Source: an optimization exercise on an open RTL-to-GDS flow (aim: small area). Production flows keep margins and buffers that such runs may drop.
Only simulation tests tie the RTL to the original design; equivalence was not proved.
Power and IR drop assume default switching activity.

Design reg_file, start of the top module:
module reg_file
#(
  parameter int DATA_W = reg_file_pkg::RF_DATA_W,
  parameter int ADDR_W = reg_file_pkg::RF_ADDR_W,
  parameter int NREGS  = reg_file_pkg::RF_NREGS
) (
  input  logic              clk,
  input  logic              reset,
  input  logic              wr_en,
  input  logic [ADDR_W-1:0] wr_addr,
  input  logic [DATA_W-1:0] wr_data,
  input  logic [ADDR_W-1:0] rs_addr,
  input  logic [ADDR_W-1:0] rt_addr,
  output logic [DATA_W-1:0] rs_data,
  output logic [DATA_W-1:0] rt_data
);
  localparam int NGRP = (NREGS - 1) / 3;
  logic [DATA_W-1:0] words [NREGS];
  logic [NREGS-1:1]  wr_sel;
  logic [NREGS-1:1]  valid_q;
  logic [NREGS-1:1]  rs_sel;
  logic [NREGS-1:1]  rt_sel;
  logic              phase_q;
  logic [DATA_W-1:0] wr_enc;
  logic [DATA_W-1:0] rs_raw;
  logic [DATA_W-1:0] rt_raw;
  logic              rs_flip;
  logic              rt_flip;
  always_comb begin
    wr_sel = '0;
    for (int i = 1; i < NREGS; i++) begin
      wr_sel[i] = wr_en && (wr_addr == ADDR_W'(i));
    end
  end
  always_ff @(posedge clk or posedge reset) begin
    if (reset) begin
      valid_q <= '0;
    end else begin
      valid_q <= valid_q | wr_sel;
    end
  end
  always_ff @(posedge clk or posedge reset) begin
    if (reset) begin
      phase_q <= 1'b0;
    end else begin
      phase_q <= ~phase_q;
    end
  end
  assign wr_enc = ~(wr_data ^ {DATA_W{phase_q}});
  assign words[0] = '0;
  for (genvar g = 1; g < NREGS; g++) begin : g_row
    logic [DATA_W-1:0] word_q;
    logic [DATA_W-1:0] word_d;
    logic              wr_sel_n;
    assign wr_sel_n = ~wr_sel[g];
    for (genvar b = 0; b < DATA_W; b++) begin : g_bit
      rf_hold u_hold (
        .en_i  (wr_sel[g]),
        .en_ni (wr_sel_n),
        .x_i   (wr_enc[b]),
  ...
Size in the first run: roughly 1000 flip-flops, roughly 110 I/O pins, roughly 0.037 mm² of cells after synthesis.
==> flow/config.mk <==
export PLATFORM = sky130hd
export DESIGN_NAME = reg_file
export DESIGN_NICKNAME = reg_file
export VERILOG_FILES = /design/flow/design.v
export SDC_FILE = /design/flow/constraint.sdc
export NUM_CORES = 4
export LEC_CHECK = 0
export CAP_MARGIN = 20
export CORE_MARGIN = 2
export CORE_UTILIZATION = 52
export CTS_BUF_LIST = sky130_fd_sc_hd__clkbuf_16
export CTS_CLUSTER_DIAMETER = 90
export CTS_CLUSTER_SIZE = 30
export SLEW_MARGIN = 20
export SYNTH_HIERARCHICAL = 1
==> flow/constraint.sdc <==
create_clock -name core_clock -period 7.0 [get_ports {clk}]
set_input_delay 1.4000 -clock core_clock [delete_from_list [all_inputs] [get_ports {clk}]]
set_output_delay 1.4000 -clock core_clock [all_outputs]
set_load 0.01 [all_outputs]
standard.sh (not shown) runs the stock make flow with config.mk's settings and CLKGATE_MAP_FILE= SYNTH_SCRIPT=/design/flow/synth_recipe.tcl, a recipe that flattens the netlist after the stock synthesis.
==> flow/flow/run.sh <==
#!/bin/bash
# The standard ORFS layout, with two changes:
#  - the buffers that the flow puts on every input and output port are the
#    smallest buffer cell (buf_1) instead of the cell buffer_ports picks by
#    default (clkdlybuf4s50_1); every port still gets its own buffer;
#  - before global placement, flow/upsize.tcl gives the drivers of high-fanout
#    nets a stronger drive strength, so that placement inserts fewer buffers.
# The make output goes to standard_flow.log here; ORFS keeps each step's log
# under orfs/logs/.
set -euo pipefail
here=$(pwd)
bash standard.sh "BUFFER_PORTS_ARGS=-buffer_cell sky130_fd_sc_hd__buf_1" \
  "PRE_GLOBAL_PLACE_TCL=$here/flow/upsize.tcl" finish > standard_flow.log 2>&1
==> flow/flow/upsize.tcl <==
# Sourced before global placement (PRE_GLOBAL_PLACE_TCL). Gives the driver of
# every signal net with 12 or more loads a stronger drive strength of the same
# cell (drive 2, else drive 4), so that the placement-time repair needs fewer
# buffers on those nets. Only the drive strength changes; flip-flops and clock
# nets are left alone.
set block [ord::get_db_block]
set n_up 0
foreach net [$block getNets] {
  set st [$net getSigType]
  if {$st eq "POWER" || $st eq "GROUND" || $st eq "CLOCK"} continue
  set drv ""
  set nload 0
  foreach it [$net getITerms] {
    if {[$it isOutputSignal]} { set drv $it } elseif {[$it isInputSignal]} { incr nload }
  }
  if {$drv eq "" || $nload < 12} continue
  set inst [$drv getInst]
  set m [[$inst getMaster] getName]
  if {[string match "*df*" $m]} continue
  if {![regexp {^(sky130_fd_sc_hd__[a-z0-9]+)_(\d+)$} $m -> base sz]} continue
  foreach t {2 4} {
    if {$t <= $sz} continue
    set nm [[ord::get_db] findMaster ${base}_$t]
    if {$nm ne "NULL"} { $inst swapMaster $nm; incr n_up; break }
  }
}
puts "upsize.tcl: upsized $n_up high-fanout drivers"
The starting point finished clean.
==> next run, changes <==
Settings changed: CORE_UTILIZATION 52 to 58, CTS_CLUSTER_SIZE 30 to 28.
Total power rose by 0.39%.
Worst setup slack loses 210 ps.
Global-route usage came out higher by 6.4 points.
Register-to-register slack got worse by 350 ps.
Cell area is about the same.
Wire length rises by 3.0%.
==> next run, changes <==
==> flow/flow/run.sh (replaced) <==
#!/bin/bash
# The standard ORFS layout, with one change: the buffers that the flow puts
# on every input and output port are the smallest buffer cell (buf_1) instead
# of the cell buffer_ports picks by default (clkdlybuf4s50_1). Every port still
# gets its own buffer. The make output goes to standard_flow.log here; ORFS
# keeps each step's log under orfs/logs/.
set -euo pipefail
bash standard.sh "BUFFER_PORTS_ARGS=-buffer_cell sky130_fd_sc_hd__buf_1" finish > standard_flow.log 2>&1
Settings changed: CORE_UTILIZATION 58 to 45.
removed: flow/flow/upsize.tcl
Result: Power rises by 0.44%. Final cell count rose by 7.1%. Final area rises by 1.6%. Global-route usage came out lower by 12 points. Non-clock buffer count grows by 73. Critical path depth is unchanged. Wire length drops by 0.88%.
==> next run, changes <==
==> flow/flow/run.sh (replaced) <==
#!/bin/bash
# The standard ORFS layout, with two changes:
#  - the buffers that the flow puts on every input and output port are the
#    smallest buffer cell (buf_1) instead of the cell buffer_ports picks by
#    default (clkdlybuf4s50_1); every port still gets its own buffer;
#  - before global placement, flow/upsize.tcl gives the drivers of high-fanout
#    nets a stronger drive strength, so that placement inserts fewer buffers.
# The make output goes to standard_flow.log here; ORFS keeps each step's log
# under orfs/logs/.
set -euo pipefail
here=$(pwd)
bash standard.sh "BUFFER_PORTS_ARGS=-buffer_cell sky130_fd_sc_hd__buf_1" \
  "PRE_GLOBAL_PLACE_TCL=$here/flow/upsize.tcl" finish > standard_flow.log 2>&1
==> flow/flow/upsize.tcl (new file) <==
# Sourced before global placement (PRE_GLOBAL_PLACE_TCL). Gives the driver of
# every signal net with 12 or more loads a stronger drive strength of the same
# cell (drive 2, else drive 4), so that the placement-time repair needs fewer
# buffers on those nets. Only the drive strength changes; flip-flops and clock
# nets are left alone.
set block [ord::get_db_block]
set n_up 0
foreach net [$block getNets] {
  set st [$net getSigType]
  if {$st eq "POWER" || $st eq "GROUND" || $st eq "CLOCK"} continue
  set drv ""
  set nload 0
  foreach it [$net getITerms] {
    if {[$it isOutputSignal]} { set drv $it } elseif {[$it isInputSignal]} { incr nload }
  }
  if {$drv eq "" || $nload < 12} continue
  set inst [$drv getInst]
  set m [[$inst getMaster] getName]
  if {[string match "*df*" $m]} continue
  if {![regexp {^(sky130_fd_sc_hd__[a-z0-9]+)_(\d+)$} $m -> base sz]} continue
  foreach t {2 4} {
    if {$t <= $sz} continue
    set nm [[ord::get_db] findMaster ${base}_$t]
    if {$nm ne "NULL"} { $inst swapMaster $nm; incr n_up; break }
  }
}
puts "upsize.tcl: upsized $n_up high-fanout drivers"
Worst setup slack gets better by 130 ps.
Synthesized cell count is unchanged.
Cell count falls by 1.7%.
Clock-buffer cell count increases by 1.
Global-route usage grows by 0.72 points.
Die area is unchanged.

[static timing again, ports no longer ideal]
Ports are ideal in the flow. The routed layouts listed here were re-timed in OpenROAD. Step 1 sets driving cells, clkbuf_16 on the clock port and buf_2 on the other inputs (assumed; they add their load-dependent delay and slew). Step 2 also shifts input and output timing later by t, the mid clock arrival at the registers, as if the neighbouring blocks saw the same clock. Three values: ideal ports, drivers, drivers and shift; two values: the first two.
| run | t, ns | slack for setup (ns) | worst setup path after step 2 | cell pins on the clock port's net |
|---|---|---|---|---|
| the first run | 0.691 | 0.507 / 0.483 / 0.483 | input to output | 1 |
| the second run | 0.718 | 0.299 / 0.264 / 0.264 | input to output | 1 |
| the third run | 0.706 | 0.425 / 0.313 / 0.313 | input to output | 1 |
| the fourth run | 0.729 | 0.551 / 0.451 / 0.451 | input to output | 1 |
After both steps setup and hold are still met in every run listed. The setup slack of the third run, which loses most, moves by -0.112 ns with the drivers and by -0.112 ns with both steps.
